Source: an optimization exercise on an open RTL-to-GDS flow (aim: a short achievable clock period and few clock cycles per item). Production flows keep margins and buffers that such runs may drop.
The RTL was checked by simulation tests, not by an equivalence proof against the original design.
Power is estimated from default activity; no workload was simulated.

Setup of the baseline:
Design pipelineCpu, start of the top module:
module pipelineCpu (
	input  logic           CLK,
	input  logic           RST,
	output cpuPkg::wordT   imemAddr,
	input  cpuPkg::wordT   imemData,
	output cpuPkg::wordT   dmemAddr,
	output cpuPkg::wordT   dmemWData,
	output logic           dmemRead,
	output logic           dmemWrite,
	input  cpuPkg::wordT   dmemRData,
	output logic           wbValid,
	output cpuPkg::regIdxT wbReg,
	output cpuPkg::wordT   wbData
);
	logic [15:0] pc;
	logic [2:0]  liReg;
	logic [7:0]  liImm;
	logic [1:0]  bpCtr [16];
	logic        fdValid;
	logic [15:0] fdInstr;
	logic [15:0] fdPcInc;
	logic [7:0]  fdJrTarget;
	logic        fdPredT;
	logic [3:0]  fdBpIdx;
	logic [15:0] fdRxVal;
	logic [15:0] fdRyVal;
	logic        fdRxZero;
	logic        fdPUseRx;
	logic        fdPUseRy;
	logic        fdPRegWrite;
	logic [2:0]  fdPDest;
	logic        fdPIsLi;
	logic        fdPCondNz;
	logic        fdPBnez;
	logic [15:0] fdNegImm;
	logic        fdRxHitE;
	logic        fdRxHitM;
	logic        fdRxHitW;
	logic        fdPIsAddiu;
  ...
For scale: about 3,300 cells after synthesis, roughly 100 I/O pins.
clock: 6.2 ns
lec_check: 0
cap_margin: 20
core_margin: 2
core_utilization: 40
gpl_routability_driven: 0
place_density: 0.75
setup_slack_margin: 3.8
slew_margin: 20
standard.sh (not shown) runs the stock make flow with config.mk's settings and CLKGATE_MAP_FILE= SYNTH_SCRIPT=/design/flow/synth_recipe.tcl, a recipe that flattens the netlist after the stock synthesis.
==> flow/flow/run.sh <==
#!/bin/bash
# Standard layout, except that the combinational logic of the standard synthesis is
# mapped again by ABC with a delay-driven script before floorplanning. The standard
# synthesis's registers (cells and instance names) are kept as they are.
set -euo pipefail
W=$(pwd)
F=$W/flow
R=$W/orfs/results/$FLOW_PLATFORM/pipelineCpu/base
LIB=$FLOW_HOME/platforms/$FLOW_PLATFORM/lib/sky130_fd_sc_hd__tt_025C_1v80.lib
YOSYS=$(command -v yosys || true)
if [[ -z "$YOSYS" ]]; then YOSYS=$FLOW_HOME/../tools/install/yosys/bin/yosys; fi

# 1. the standard synthesis
bash standard.sh synth > $W/log_1_synth.txt 2>&1
cp $R/1_2_yosys.v $W/standard_synth.v

# 2. map the combinational logic again; registers stay as instances
SEQ=$(tr '\n' ' ' < $F/seqcells.txt)
DU=$(cat $F/dontuse.txt $F/resyn_avoid.txt | sed "s/^/-dont_use /" | tr "\n" " ")
printf 'set_driving_cell sky130_fd_sc_hd__buf_1\nset_load 5\n' > $W/resyn.constr
cat > $W/resyn.ys <<EOY
read_liberty -ignore_miss_func $LIB
setattr -mod -set keep_hierarchy 1 $SEQ
read_verilog $W/standard_synth.v
hierarchy -top $FLOW_TOP
flatten
opt_clean -purge
abc -script $F/resyn.abc -liberty $LIB $DU -constr $W/resyn.constr
opt_clean -purge
hilomap -singleton -hicell sky130_fd_sc_hd__conb_1 HI -locell sky130_fd_sc_hd__conb_1 LO
insbuf -buf sky130_fd_sc_hd__buf_4 A X
rename -hide w:*.*
opt_clean -purge
select $FLOW_TOP
write_verilog -noattr -nohex -nodec -selected $W/resyn.v
EOY
if ! $YOSYS -l $W/log_2_resynth.txt -q $W/resyn.ys > /dev/null 2>&1; then
  # a simpler script if the first one fails on this netlist
  sed "s#$F/resyn.abc#$F/resyn_safe.abc#" $W/resyn.ys > $W/resyn_safe.ys
  $YOSYS -l $W/log_2_resynth_safe.txt -q $W/resyn_safe.ys > /dev/null 2>&1
fi

# the registers must be the standard synthesis's, instance for instance
regs() { grep -E '^ *sky130_fd_sc_hd__[a-z0-9_]+ ' "$1" | awk '{print $1, $2}' | grep -F -w -f $F/seqcells.txt | sort; }
if ! diff <(regs $W/standard_synth.v) <(regs $W/resyn.v) > $W/log_regdiff.txt; then
  echo "registers differ after remapping" >&2
  exit 1
fi
cp $W/resyn.v $R/1_2_yosys.v
touch $R/1_2_yosys.v

# 3. the rest of the standard layout
bash standard.sh > $W/log_3_layout.txt 2>&1
test -f $W/out/final.def
==> flow/flow/resyn.abc <==
strash
dch
map -D 1000
topo
buffer -c
topo
upsize -c
dnsize -c
==> flow/flow/resyn_safe.abc <==
strash
dch
map -D 1000
Other scripts of this flow, unchanged in this note and not shown: flow/flow/dontuse.txt, flow/flow/resyn_avoid.txt, flow/flow/seqcells.txt
The baseline reached the final stage; the timing, DRC and antenna checks on its layout passed.
Testbench counts of the baseline, summed over its fixed seeds: cycles 10,451, instrs 10,210.
--- input diff the baseline..the candidate ---
- removing PLACE_DENSITY (formerly 0.75)
- removing GPL_ROUTABILITY_DRIVEN (formerly 0)
--- a/flow/flow/run.sh
+++ b/flow/flow/run.sh
@@ -37,5 +37 @@
-if ! $YOSYS -l $W/log_2_resynth.txt -q $W/resyn.ys > /dev/null 2>&1; then
-  # a simpler script if the first one fails on this netlist
-  sed "s#$F/resyn.abc#$F/resyn_safe.abc#" $W/resyn.ys > $W/resyn_safe.ys
-  $YOSYS -l $W/log_2_resynth_safe.txt -q $W/resyn_safe.ys > /dev/null 2>&1
-fi
+$YOSYS -l $W/log_2_resynth.txt -q $W/resyn.ys > /dev/null 2>&1
--- a/flow/flow/resyn.abc
+++ b/flow/flow/resyn.abc
@@ -4 +3,0 @@
-topo
removed: flow/flow/resyn_safe.abc
==> comparison <==
The candidate ended up with a higher pre-CTS setup slack than the baseline did. Wire length of the first global-routing pass went up by a few percent going from the baseline to the candidate. Diff the baseline -> the candidate | final non-filler cell total | up slightly. Of the candidate and the baseline, it is the candidate that has the lower critical path depth in cells. The largest fanout on the critical path in the candidate was lower than what the baseline gave. In terms of worst path required time, the baseline and the candidate differ only marginally. The baseline → the candidate: total power increased by 2.7% relative to the old numbers, data arrival time of the critical path shrank by 0.06 ns.

---

exp/umber:
Another version of the RTL of pipelineCpu (not shown whole).
Size in the first run: about 3400 cells after synthesis, roughly 27000 um2 of cells after synthesis.
==> flow/config.mk <==
export PLATFORM = sky130hd
export DESIGN_NAME = pipelineCpu
export DESIGN_NICKNAME = pipelineCpu
export VERILOG_FILES = /design/flow/design.v
export SDC_FILE = /design/flow/constraint.sdc
export NUM_CORES = 4
export LEC_CHECK = 0
export CAP_MARGIN = 20
export CORE_MARGIN = 2
export CORE_UTILIZATION = 50
export SETUP_SLACK_MARGIN = 3.8
export SLEW_MARGIN = 20
==> flow/constraint.sdc <==
create_clock -name core_clock -period 6.2 [get_ports {CLK}]
set_input_delay 1.2400 -clock core_clock [delete_from_list [all_inputs] [get_ports {CLK}]]
set_output_delay 1.2400 -clock core_clock [all_outputs]
set_load 0.01 [all_outputs]
==> flow/flow/run.sh <==
#!/bin/bash
# Standard layout, except that the combinational logic of the standard synthesis is
# mapped again by ABC with a delay-driven script before floorplanning. The standard
# synthesis's registers (cells and instance names) are kept as they are.
set -euo pipefail
W=$(pwd)
F=$W/flow
R=$W/orfs/results/$FLOW_PLATFORM/pipelineCpu/base
LIB=$FLOW_HOME/platforms/$FLOW_PLATFORM/lib/sky130_fd_sc_hd__tt_025C_1v80.lib
YOSYS=$(command -v yosys || true)
if [[ -z "$YOSYS" ]]; then YOSYS=$FLOW_HOME/../tools/install/yosys/bin/yosys; fi

# 1. the standard synthesis
bash standard.sh synth > $W/log_1_synth.txt 2>&1
cp $R/1_2_yosys.v $W/standard_synth.v

# 2. map the combinational logic again; registers stay as instances
SEQ=$(tr '\n' ' ' < $F/seqcells.txt)
DU=$(cat $F/dontuse.txt $F/resyn_avoid.txt | sed "s/^/-dont_use /" | tr "\n" " ")
printf 'set_driving_cell sky130_fd_sc_hd__buf_1\nset_load 5\n' > $W/resyn.constr
cat > $W/resyn.ys <<EOY
read_liberty -ignore_miss_func $LIB
setattr -mod -set keep_hierarchy 1 $SEQ
read_verilog $W/standard_synth.v
hierarchy -top $FLOW_TOP
flatten
opt_clean -purge
abc -script $F/resyn.abc -liberty $LIB $DU -constr $W/resyn.constr
opt_clean -purge
hilomap -singleton -hicell sky130_fd_sc_hd__conb_1 HI -locell sky130_fd_sc_hd__conb_1 LO
insbuf -buf sky130_fd_sc_hd__buf_4 A X
rename -hide w:*.*
opt_clean -purge
select $FLOW_TOP
write_verilog -noattr -nohex -nodec -selected $W/resyn.v
EOY
if ! $YOSYS -l $W/log_2_resynth.txt -q $W/resyn.ys > /dev/null 2>&1; then
  # a simpler script if the first one fails on this netlist
  sed "s#$F/resyn.abc#$F/resyn_safe.abc#" $W/resyn.ys > $W/resyn_safe.ys
  $YOSYS -l $W/log_2_resynth_safe.txt -q $W/resyn_safe.ys > /dev/null 2>&1
fi

# the registers must be the standard synthesis's, instance for instance
regs() { grep -E '^ *sky130_fd_sc_hd__[a-z0-9_]+ ' "$1" | awk '{print $1, $2}' | grep -F -w -f $F/seqcells.txt | sort; }
if ! diff <(regs $W/standard_synth.v) <(regs $W/resyn.v) > $W/log_regdiff.txt; then
  echo "registers differ after remapping" >&2
  exit 1
fi
cp $W/resyn.v $R/1_2_yosys.v
touch $R/1_2_yosys.v

# 3. the rest of the standard layout
bash standard.sh > $W/log_3_layout.txt 2>&1
test -f $W/out/final.def
Other scripts of this flow, unchanged in this note and not shown: flow/flow/dontuse.txt, flow/flow/resyn.abc, flow/flow/resyn_avoid.txt, flow/flow/resyn_safe.abc, flow/flow/seqcells.txt
Testbench counts of exp/umber, summed over its fixed seeds: cycles 10,451, instrs 10,210.
[inputs] exp/ember vs exp/umber
Settings: CORE_UTILIZATION changed from 50 to 45.
Findings:
- exp/ember completed end to end with timing, DRC and antenna clean.
- A highest layer used for signal routing of met4 is what exp/umber shows, while met5 belongs to exp/ember.
- sky130_fd_sc_hd__dfrtp_2 as the slowest cell on the critical path was reported by exp/ember, and sky130_fd_sc_hd__dfstp_2 by exp/umber.
- The routed wire length in exp/ember sits about 0.43% below the value recorded for exp/umber.
- The lower setup slack of exp/ember and exp/umber is in exp/ember.
- Diff exp/umber -> exp/ember: quantity of gates resized following cts went down, area enclosed by the die boundary went up, clock buffer count from CTS went up, total half-perimeter wirelength after legalization and detailed placement went up.
For exp/willow, these inputs were changed with respect to exp/ember:
Settings: SETUP_SLACK_MARGIN changed from 3.8 to 4.2; CORE_UTILIZATION changed from 45 to 40.
Diff exp/ember -> exp/willow | length of routed met2 wiring | up by a few percent. Clock-buffer cell count grows by more than 10% when moving from exp/ember to exp/willow. Going from exp/ember to exp/willow, leakage power picked up an extra 12%, sequential share of cell area now sits lower, peak fanout along the critical path lost 7. For hold slack, exp/ember and exp/willow come out practically identical. exp/willow reports its timing startpoint of the critical path as pcOutN[4] while exp/ember reports pc[0]. exp/ember → exp/willow: worst setup slack rose 0.032 ns; global-route usage fell 1.4 points; synthesis-to-layout area growth rose 18 points; final instance area rose 4800 um2; placed standard-cell area rose about 2%.
Changes in exp/nickel relative to exp/willow:
Settings: a change of CORE_UTILIZATION from 40 to 50.
### Flow results
- Summary of exp/nickel over exp/willow: top fanout value on the critical path grew by 7; flip-flop and latch count held steady; filler cell count shrank by 1640; global routing usage summed across all routing layers grew by 8.0 points; number of hold-slack violations in the final timing report held steady.
- Delta (exp/nickel minus exp/willow): routed wire length decreased 0.38%; worst path required time increased 1.79 ns; final core area utilization increased 12 points.

-- static timing again, ports no longer ideal --
Ports are ideal in the flow. The routed layouts listed here were re-timed in OpenROAD. Step 1: set_driving_cell puts a clkbuf_16 on CLK and a buf_2 on each other input, an assumption about the parent block. Step 2 moves the port delays by t, midway between the first and last clock arrival at a register: inputs arrive t later, outputs are due t later. That takes back most of the time a late clock gives input paths. Slacks: ideal ports / drivers / drivers and shift; pairs: ideal ports / drivers.
run | shift t [ns] | slack for setup (ns) | slew at the worst register clock pin (ns)
the baseline | 0.691 | 3.500 / 3.500 / 2.928 | 0.08 / 0.08
the candidate | 0.697 | 3.565 / 3.570 / 2.908 | 0.07 / 0.07
exp/umber | 0.696 | 3.600 / 3.539 / 3.025 | 0.07 / 0.07
exp/ember | 0.709 | 3.578 / 3.560 / 2.961 | 0.07 / 0.07
exp/willow | 0.701 | 3.610 / 3.544 / 2.965 | 0.07 / 0.07
exp/nickel | 0.702 | 3.583 / 3.550 / 3.045 | 0.07 / 0.07
After both steps setup and hold are still met in every run listed. For the candidate, which loses most, drivers alone change the setup slack by +0.005 ns; drivers and shift together by -0.657 ns.
